Source: an optimization exercise on an open RTL-to-GDS flow (aim: small area, a short achievable clock period and few clock cycles). Production flows keep margins and buffers that such runs may drop.
RTL that was checked went through simulation tests only; none was proved equivalent to the original.

## bignum_top
module bignum_top
(
    input  logic              i_clk,
    input  logic              i_rst_n,
    input  logic              i_req_valid,
    output logic              o_req_ready,
    input  logic [1:0]        i_req_op,
    input  logic [19:0]       i_req_a_addr,
    input  logic [19:0]       i_req_b_addr,
    input  logic [19:0]       i_req_dst_addr,
    input  logic [7:0]        i_req_a_len,
    input  logic [7:0]        i_req_b_len,
    output logic              o_rsp_valid,
    input  logic              i_rsp_ready,
    output logic [7:0]        o_rsp_len,
    output logic [19:0]       o_mem_addr,
    output logic              o_mem_we,
    output logic [15:0]       o_mem_wdata,
    input  logic [15:0]       i_mem_rdata
);
Size: roughly 3100 cells after synthesis, roughly 150 I/O pins, ~0.026 sq mm of cells after synthesis.
clock: 9.0 ns
lec_check: 0
abc_area: 1
abc_clock_period_in_ps: 3000
cap_margin: 20
core_margin: 5
core_utilization: 40
cts_buf_list: sky130_fd_sc_hd__clkbuf_4 sky130_fd_sc_hd__clkbuf_8
setup_slack_margin: 5
slew_margin: 20
run.sh (not shown) runs the stock make flow with config.mk's settings and CLKGATE_MAP_FILE= SYNTH_SCRIPT=/design/flow/synth_recipe.tcl, a recipe that flattens the netlist after the stock synthesis.
Rerun with:
==> flow/flow/run.sh (new file) <==
#!/bin/bash
# The standard layout flow (the standard.sh: the standard synthesis, then
# ORFS to the final layout with the same SDC and clock period), except that
# every input and output port gets a sky130_fd_sc_hd__buf_1 as its port
# buffer instead of the cell buffer_ports picks by default. Each tool's full
# output goes to its ORFS log under orfs/logs; make's output to standard.log.
set -euo pipefail
bash standard.sh "BUFFER_PORTS_ARGS=-buffer_cell sky130_fd_sc_hd__buf_1" finish > standard.log 2>&1
==> flow/standard.sh (new file) <==
#!/bin/bash
# synth_recipe.tcl (not shown) runs the flow's synth.tcl, then flattens the netlist and writes it again
# the make line also repeats each setting of config.mk as NAME=value (left out here)
make -C /OpenROAD-flow-scripts/flow DESIGN_CONFIG=/design/flow/config.mk WORK_HOME=/design/flow/orfs CLKGATE_MAP_FILE= SYNTH_SCRIPT=/design/flow/synth_recipe.tcl "${@:-finish}"
CTS_BUF_LIST = default   (was sky130_fd_sc_hd__clkbuf_4 sky130_fd_sc_hd__clkbuf_8)
removed: flow/run.sh
Result: The new run ran to the end with no violations. Fmax is lower by 0.35%. Via count is lower by 0.51%. Die area is unchanged. Clock-buffer cell count goes down by 64. Global-route usage came out lower by 0.48 points.
Rerun with:
==> flow/run.sh (new file) <==
#!/bin/bash
# synth_recipe.tcl (not shown) runs the flow's synth.tcl, then flattens the netlist and writes it again
# the make line also repeats each setting of config.mk as NAME=value (left out here)
make -C /OpenROAD-flow-scripts/flow DESIGN_CONFIG=/design/flow/config.mk WORK_HOME=/design/flow/orfs CLKGATE_MAP_FILE= SYNTH_SCRIPT=/design/flow/synth_recipe.tcl finish
removed: flow/flow/run.sh
removed: flow/standard.sh
What happened: The new run ran to the end with no violations. Via count goes down by 0.56%. Cell count stays flat. Die area does not change.
Function was not checked in any run of this note: the RTL went through the layout flow alone.

---

job 7646:
bignum_top, a different RTL version from the one above (not shown whole).
Size: about 150 I/O pins.
export LEC_CHECK = 0
export ABC_AREA = 1
export ABC_CLOCK_PERIOD_IN_PS = 3000
export CAP_MARGIN = 20
export CORE_MARGIN = 5
export CORE_UTILIZATION = 40
export SETUP_SLACK_MARGIN = 5
export SLEW_MARGIN = 20
create_clock -name core_clock -period 9.0 [get_ports {i_clk}]
standard.sh (not shown) runs the stock make flow with config.mk's settings and CLKGATE_MAP_FILE= SYNTH_SCRIPT=/design/flow/synth_recipe.tcl, a recipe that flattens the netlist after the stock synthesis.
==> flow/flow/run.sh <==
#!/bin/bash
# The standard layout flow (the standard.sh: the standard synthesis, then
# ORFS to the final layout with the same SDC and clock period) with two
# changes to how the layout is made:
#  - every input and output port still gets a buffer, but a
#    sky130_fd_sc_hd__buf_1 instead of the cell buffer_ports picks by default;
set -euo pipefail
bash standard.sh "BUFFER_PORTS_ARGS=-buffer_cell sky130_fd_sc_hd__buf_1" SETUP_SLACK_MARGIN=5.7 finish > standard.log 2>&1
Job 7646 was carried through to the last stage, and its layout satisfied the timing, DRC and antenna checks.
Testbench counts of job 7646, summed over its fixed seeds: cycles 11,716.
The inputs of job 5752 differ from those of job 7646 as listed below.
==> flow/flow/run.sh <==
#!/bin/bash
# The standard layout flow (the standard.sh: the standard synthesis, then
# ORFS to the final layout with the same SDC and clock period), except that
# every input and output port gets a sky130_fd_sc_hd__buf_1 as its port
# buffer instead of the cell buffer_ports picks by default. Each tool's full
# output goes to its ORFS log under orfs/logs; make's output to standard.log.
set -euo pipefail
bash standard.sh "BUFFER_PORTS_ARGS=-buffer_cell sky130_fd_sc_hd__buf_1" SETUP_SLACK_MARGIN=5.7 finish > standard.log 2>&1
--- a/flow/config.mk
+++ b/flow/config.mk
@@ -10,5 +10,5 @@
 export CAP_MARGIN = 20
 export CORE_MARGIN = 5
-export CORE_UTILIZATION = 40
+export CORE_UTILIZATION = 55
 export SETUP_SLACK_MARGIN = 5
 export SLEW_MARGIN = 20
## What came out
- In job 5752, count of fill cells added during filler insertion is lower than in job 7646.
- | via count | job 5752 vs job 7646 | 3.6% higher |
- On area share of xor/xnor cells in the synthesized design, job 7646 tracks job 5752 almost exactly.
- Job 5752 and job 7646 ended up with roughly the same register-to-register slack.
- [compare] base=job 7646 new=job 5752: path length in cells of the critical path rose by 2, share of the core filled with cells rose by 18 points.
- Setup slack: job 5752 more than job 7646
Input changes introduced in job 4812 (baseline for comparison: job 5752):
--- a/flow/flow/run.sh
+++ b/flow/flow/run.sh
@@ -6,3 +6,3 @@
 # output goes to its ORFS log under orfs/logs; make's output to standard.log.
 set -euo pipefail
-bash standard.sh "BUFFER_PORTS_ARGS=-buffer_cell sky130_fd_sc_hd__buf_1" SETUP_SLACK_MARGIN=5.7 finish > standard.log 2>&1
+bash standard.sh "BUFFER_PORTS_ARGS=-buffer_cell sky130_fd_sc_hd__buf_1" SETUP_SLACK_MARGIN=5.4 finish > standard.log 2>&1
--- a/flow/config.mk
+++ b/flow/config.mk
@@ -10,5 +10,5 @@
 export CAP_MARGIN = 20
 export CORE_MARGIN = 5
-export CORE_UTILIZATION = 55
+export CORE_UTILIZATION = 40
 export SETUP_SLACK_MARGIN = 5
 export SLEW_MARGIN = 20
### Flow results
- Of job 4812 and job 5752, it is job 4812 that has the lower area share of buffers outside the clock network.
- Job 5752 -> job 4812: net count after synthesis delta 0, exact match
- Job 4812 against job 5752; number of non-clock buffers is down by more than a quarter.
The inputs of job 7878 differ from those of job 4812 as listed below.
==> flow/flow/run.sh <==
#!/bin/bash
# The standard layout flow (the standard.sh: the standard synthesis, then
# ORFS to the final layout with the same SDC and clock period) with two
# changes to how the layout is made:
#  - every input and output port still gets a buffer, but a
#    sky130_fd_sc_hd__buf_1 instead of the cell buffer_ports picks by default;
set -euo pipefail
bash standard.sh "BUFFER_PORTS_ARGS=-buffer_cell sky130_fd_sc_hd__buf_1" SETUP_SLACK_MARGIN=5.85 finish > standard.log 2>&1
Results
Job 7878: full flow OK, the timing, DRC and antenna checks passed
Job 7878 against job 4812: clock-buffer cell count went down by 3.0%; share of cells above drive strength 1 went up by 12 points; final hold slack neither gained nor lost much.
Taking job 4812 as the reference, in job 7878 required time at the endpoint of the critical path held; vias after detailed routing went up 1,130; footprint of the multi-input gates went up 11%; setup slack went up 0.21 ns.
Taking job 4812 as the reference point, the design area of job 7878 rises by 8.2%.
Setup changes, job 7878 to job 9454
==> flow/flow/run.sh <==
#!/bin/bash
# The standard layout flow (the standard.sh: the standard synthesis, then
# ORFS to the final layout with the same SDC and clock period), except that
# every input and output port gets a sky130_fd_sc_hd__buf_1 as its port
# buffer instead of the cell buffer_ports picks by default. Each tool's full
# output goes to its ORFS log under orfs/logs; make's output to standard.log.
set -euo pipefail
bash standard.sh "BUFFER_PORTS_ARGS=-buffer_cell sky130_fd_sc_hd__buf_1" SETUP_SLACK_MARGIN=6.0 finish > standard.log 2>&1
## What came out
- Each of the runs, namely job 7878 and job 9454, reached the end of the flow and came out clean.
- Summary — sequential share of layout area, job 9454 relative to job 7878: lower, by 1.2 points.
- Taking job 7878 as the reference point, the final area of job 9454 rises by about 4%.
- On job 9454: routed wire length is 0.51% higher than what job 7878 gave.
- On final cell count without fillers: between job 7878 and job 9454, it ends up lower for job 7878.
- Sort job 7878 and job 9454 by fraction of layout cells with a size suffix above 1, ascending, and job 7878 comes first.
- ~same clock transition at the registers of the reported paths in job 7878 and job 9454
- Between job 9454 and job 7878, it is job 9454 whose setup slack is lower, by 0.048 ns.
- Comparing area taken by multi-input logic gates for job 7878 and job 9454, the bigger number came from job 9454.
- Between job 7878 and job 9454, the pre-CTS setup slack is lower for job 9454.

---

bignum_top, a different RTL version from the one above (not shown whole).
Size: about 3,600 cells after synthesis, ~400 flip-flops.
==> flow/config.mk <==
export PLATFORM = sky130hd
export DESIGN_NAME = bignum_top
export DESIGN_NICKNAME = bignum_top
export VERILOG_FILES = /design/flow/design.v
export SDC_FILE = /design/flow/constraint.sdc
export NUM_CORES = 4
export LEC_CHECK = 0
export ABC_CLOCK_PERIOD_IN_PS = 3000
export CAP_MARGIN = 20
export CORE_MARGIN = 5
export CORE_UTILIZATION = 40
export SETUP_SLACK_MARGIN = 5
export SLEW_MARGIN = 20
==> flow/constraint.sdc <==
create_clock -name core_clock -period 9.0 [get_ports {i_clk}]
set_input_delay 1.8000 -clock core_clock [delete_from_list [all_inputs] [get_ports {i_clk}]]
set_output_delay 1.8000 -clock core_clock [all_outputs]
set_load 0.01 [all_outputs]
run.sh (not shown) runs the stock make flow with config.mk's settings and CLKGATE_MAP_FILE= SYNTH_SCRIPT=/design/flow/synth_recipe.tcl, a recipe that flattens the netlist after the stock synthesis.
Stock flow here: none of the scripts above is used.
Testbench counts at the start, summed over its fixed seeds: cycles 11,822.
Then changed:
- ABC_CLOCK_PERIOD_IN_PS: 3000 -> unset
- SETUP_SLACK_MARGIN: 5 -> unset
- The new run finished clean
- clock skew barely changes
- flip-flop and latch count does not change
- worst hold slack gains 36 ps
- global-route usage shrinks by 0.66 points
- routed wire length decreases by a few percent
- die area is unchanged
- sequential share of layout area rose by 1.3 points
- worst setup slack degrades by 890 ps

---

bignum_top, a different RTL version from the one above (not shown whole).
Size: about 2800 cells after synthesis, roughly 450 flip-flops, roughly 150 I/O pins, about 29000 um^2 of cells after synthesis.
## bignum_top
module bignum_top
(
    input  logic              i_clk,
    input  logic              i_rst_n,
    input  logic              i_req_valid,
    output logic              o_req_ready,
    input  logic [1:0]        i_req_op,
    input  logic [19:0]       i_req_a_addr,
    input  logic [19:0]       i_req_b_addr,
    input  logic [19:0]       i_req_dst_addr,
    input  logic [7:0]        i_req_a_len,
    input  logic [7:0]        i_req_b_len,
    output logic              o_rsp_valid,
    input  logic              i_rsp_ready,
    output logic [7:0]        o_rsp_len,
    output logic [19:0]       o_mem_addr,
    output logic              o_mem_we,
    output logic [15:0]       o_mem_wdata,
    input  logic [15:0]       i_mem_rdata
);
    typedef enum logic [3:0] {
        S_IDLE,
        S_RESP,
        S_RA,    
        S_RB,    
        S_W,     
        S_BUB,   
        S_TW,    
        S_LB,    
        S_LX,    
        S_IT0,   
        S_IT1,   
        S_IT2,   
        S_FL     
    } state_e;
    localparam logic [1:0] B_A = 2'd0, B_B = 2'd1, B_D = 2'd2;
  ...
Settings: LEC_CHECK=0, ABC_CLOCK_PERIOD_IN_PS=3000, CAP_MARGIN=20, CORE_MARGIN=5, CORE_UTILIZATION=40, SETUP_SLACK_MARGIN=5, SLEW_MARGIN=20; clock period 9.0 ns.
Testbench counts at the start, summed over its fixed seeds: cycles 12,022.
Next try:
==> flow/flow/run.sh (new file) <==
#!/bin/bash
set -euo pipefail
bash standard.sh SETUP_SLACK_MARGIN=6 finish > standard.log 2>&1
==> flow/standard.sh (new file) <==
#!/bin/bash
# synth_recipe.tcl (not shown) runs the flow's synth.tcl, then flattens the netlist and writes it again
# the make line also repeats each setting of config.mk as NAME=value (left out here)
make -C /OpenROAD-flow-scripts/flow DESIGN_CONFIG=/design/flow/config.mk WORK_HOME=/design/flow/orfs CLKGATE_MAP_FILE= SYNTH_SCRIPT=/design/flow/synth_recipe.tcl "${@:-finish}"
removed: flow/run.sh
=> The new run finished with timing, DRC and antenna clean. Non-clock buffer count is higher by 165. Final area grows by 8.4%. Setup slack gets better by 0.058 ns. Core utilization went up by 4.0 points. Wire length rises by 5.6%. Via count increases by 3.3%.

---

run A:
bignum_top, a different RTL version from the one above (not shown whole).
For scale: roughly 410 flip-flops, roughly 150 I/O pins.
clock: 9.0 ns
lec_check: 0
abc_area: 1
abc_clock_period_in_ps: 3000
cap_margin: 20
core_margin: 5
core_utilization: 40
gpl_timing_driven: 1
setup_slack_margin: 5
slew_margin: 20
standard.sh (not shown) runs the stock make flow with config.mk's settings and CLKGATE_MAP_FILE= SYNTH_SCRIPT=/design/flow/synth_recipe.tcl, a recipe that flattens the netlist after the stock synthesis.
==> flow/flow/run.sh <==
#!/bin/bash
# The standard layout flow (the standard.sh: the standard synthesis, then
# ORFS to the final layout with the same SDC and clock period), except that
# every input and output port gets a sky130_fd_sc_hd__buf_1 as its port
# buffer instead of the cell buffer_ports picks by default. Each tool's full
# output goes to its ORFS log under orfs/logs; make's output to standard.log.
set -euo pipefail
bash standard.sh "BUFFER_PORTS_ARGS=-buffer_cell sky130_fd_sc_hd__buf_1" finish > standard.log 2>&1
Testbench counts of run A, summed over its fixed seeds: cycles 11,635.
#### Input delta (run B over run A)
Settings: GPL_TIMING_DRIVEN: 1 -> unset.
On post-detailed-routing wire length, run B and run A are basically level. Die area came out exactly the same in run B and run A. Comparing run B against run A, there is no change at all in number of nets produced by synthesis. Per the comparison of run B with run A, cell count after placement was more or less identical; fraction of the cycle the final worst path needs barely changed; clock-buffer cell count has remained practically unchanged.

---

bignum_top, a different RTL version from the one above (not shown whole).
Size: about 26000 um2 of cells after synthesis.
Settings: LEC_CHECK=0, ABC_AREA=1, ABC_CLOCK_PERIOD_IN_PS=3000, CAP_MARGIN=20, CORE_MARGIN=5, CORE_UTILIZATION=60, SETUP_SLACK_MARGIN=5, SLEW_MARGIN=20; clock period 9.0 ns.
run.sh (not shown) runs the stock make flow with config.mk's settings and CLKGATE_MAP_FILE= SYNTH_SCRIPT=/design/flow/synth_recipe.tcl, a recipe that flattens the netlist after the stock synthesis.
Stock flow here: none of the scripts above is used.
Testbench counts at the start, summed over its fixed seeds: cycles 11,912.
Change:
--- a/flow/config.mk
+++ b/flow/config.mk
@@ -11,4 +11,4 @@
 export CORE_MARGIN = 5
-export CORE_UTILIZATION = 60
-export SETUP_SLACK_MARGIN = 5
+export CORE_UTILIZATION = 40
+export SETUP_SLACK_MARGIN = 4
 export SLEW_MARGIN = 20
Effect:
- synthesized area does not change
- cell area is higher by 0.62%
- via count is lower by 5.1%
- routed wire length is lower by 4.5%
- final cell count is higher by 6.7%
- fmax is lower by 17%
- count of clock-buffer cells in the layout is higher by 12
- non-clock buffer count is lower by 15
Change:
==> flow/flow/run.sh (new file) <==
#!/bin/bash
set -euo pipefail
bash standard.sh SETUP_SLACK_MARGIN=6 finish > standard.log 2>&1
==> flow/standard.sh (new file) <==
#!/bin/bash
# synth_recipe.tcl (not shown) runs the flow's synth.tcl, then flattens the netlist and writes it again
# the make line also repeats each setting of config.mk as NAME=value (left out here)
make -C /OpenROAD-flow-scripts/flow DESIGN_CONFIG=/design/flow/config.mk WORK_HOME=/design/flow/orfs CLKGATE_MAP_FILE= SYNTH_SCRIPT=/design/flow/synth_recipe.tcl "${@:-finish}"
--- a/flow/config.mk
+++ b/flow/config.mk
@@ -7,3 +7,2 @@
 export LEC_CHECK = 0
-export ABC_AREA = 1
 export ABC_CLOCK_PERIOD_IN_PS = 3000
@@ -12,3 +11,3 @@
 export CORE_UTILIZATION = 40
-export SETUP_SLACK_MARGIN = 4
+export SETUP_SLACK_MARGIN = 5
 export SLEW_MARGIN = 20
removed: flow/run.sh
Design area went up by a quarter to a third. Routed wire length went up by a quarter to a third.

==> re-timing with driven ports <==
Ports are ideal in the flow. The routed layouts listed here were re-timed in OpenROAD. Step 1: set_driving_cell puts a clkbuf_16 on i_clk and a buf_2 on each other input, an assumption about the parent block. Step 2, shift: input delay + t, output delay - t, t = (earliest + latest rising clock arrival at the registers) / 2. This alone moves slack from input paths to output paths. a / b / c = ideal / step 1 / step 2; a / b = the first two.
| run | shift t [ns] | setup WS [ns] | hold slack, ns | worst setup path at the end |
|---|---|---|---|---|
| the first run of note 1 | 0.696 | 5.149 / 5.108 / 4.507 | 0.322 / 0.322 / 0.322 | input to register |
| the second run of note 1 | 0.645 | 5.135 / 5.135 / 4.564 | 0.323 / 0.323 / 0.323 | input to register |
| the third run of note 1 | 0.637 | 5.090 / 5.068 / 4.468 | 0.321 / 0.321 / 0.321 | input to register |
| job 7646 | 0.677 | 5.721 / 5.690 / 5.304 | 0.321 / 0.321 / 0.321 | input to register |
| job 5752 | 0.661 | 5.733 / 5.733 / 5.264 | 0.325 / 0.325 / 0.325 | input to register |
| job 4812 | 0.669 | 5.532 / 5.495 / 5.319 | 0.322 / 0.322 / 0.322 | input to register |
| job 7878 | 0.663 | 5.743 / 5.743 / 5.448 | 0.320 / 0.320 / 0.320 | input to register |
| job 9454 | 0.674 | 5.695 / 5.695 / 5.501 | 0.320 / 0.320 / 0.320 | input to register |
| the first run of note 3 | 0.671 | 4.283 / 4.283 / 4.283 | 0.397 / 0.397 / 0.397 | register to register |
| the second run of note 3 | 0.654 | 3.397 / 3.397 / 3.022 | 0.433 / 0.433 / 0.433 | input to register |
| the first run of note 4 | 0.675 | 4.817 / 4.817 / 4.503 | 0.332 / 0.332 / 0.332 | input to register |
| the second run of note 4 | 0.659 | 4.874 / 4.874 / 4.874 | 0.327 / 0.327 / 0.327 | register to register |
| run A | 0.670 | 4.760 / 4.787 / 4.117 | 0.324 / 0.324 / 0.324 | input to register |
| run B | 0.670 | 4.760 / 4.787 / 4.117 | 0.324 / 0.324 / 0.324 | input to register |
| the first run of note 6 | 0.658 | 5.114 / 5.114 / 4.567 | 0.326 / 0.326 / 0.326 | input to register |
| the second run of note 6 | 0.639 | 4.293 / 4.331 / 3.691 | 0.318 / 0.318 / 0.318 | input to register |
| the third run of note 6 | 0.643 | 5.229 / 5.229 / 4.600 | 0.321 / 0.321 / 0.321 | input to register |
After both steps setup and hold are still met in every run listed.
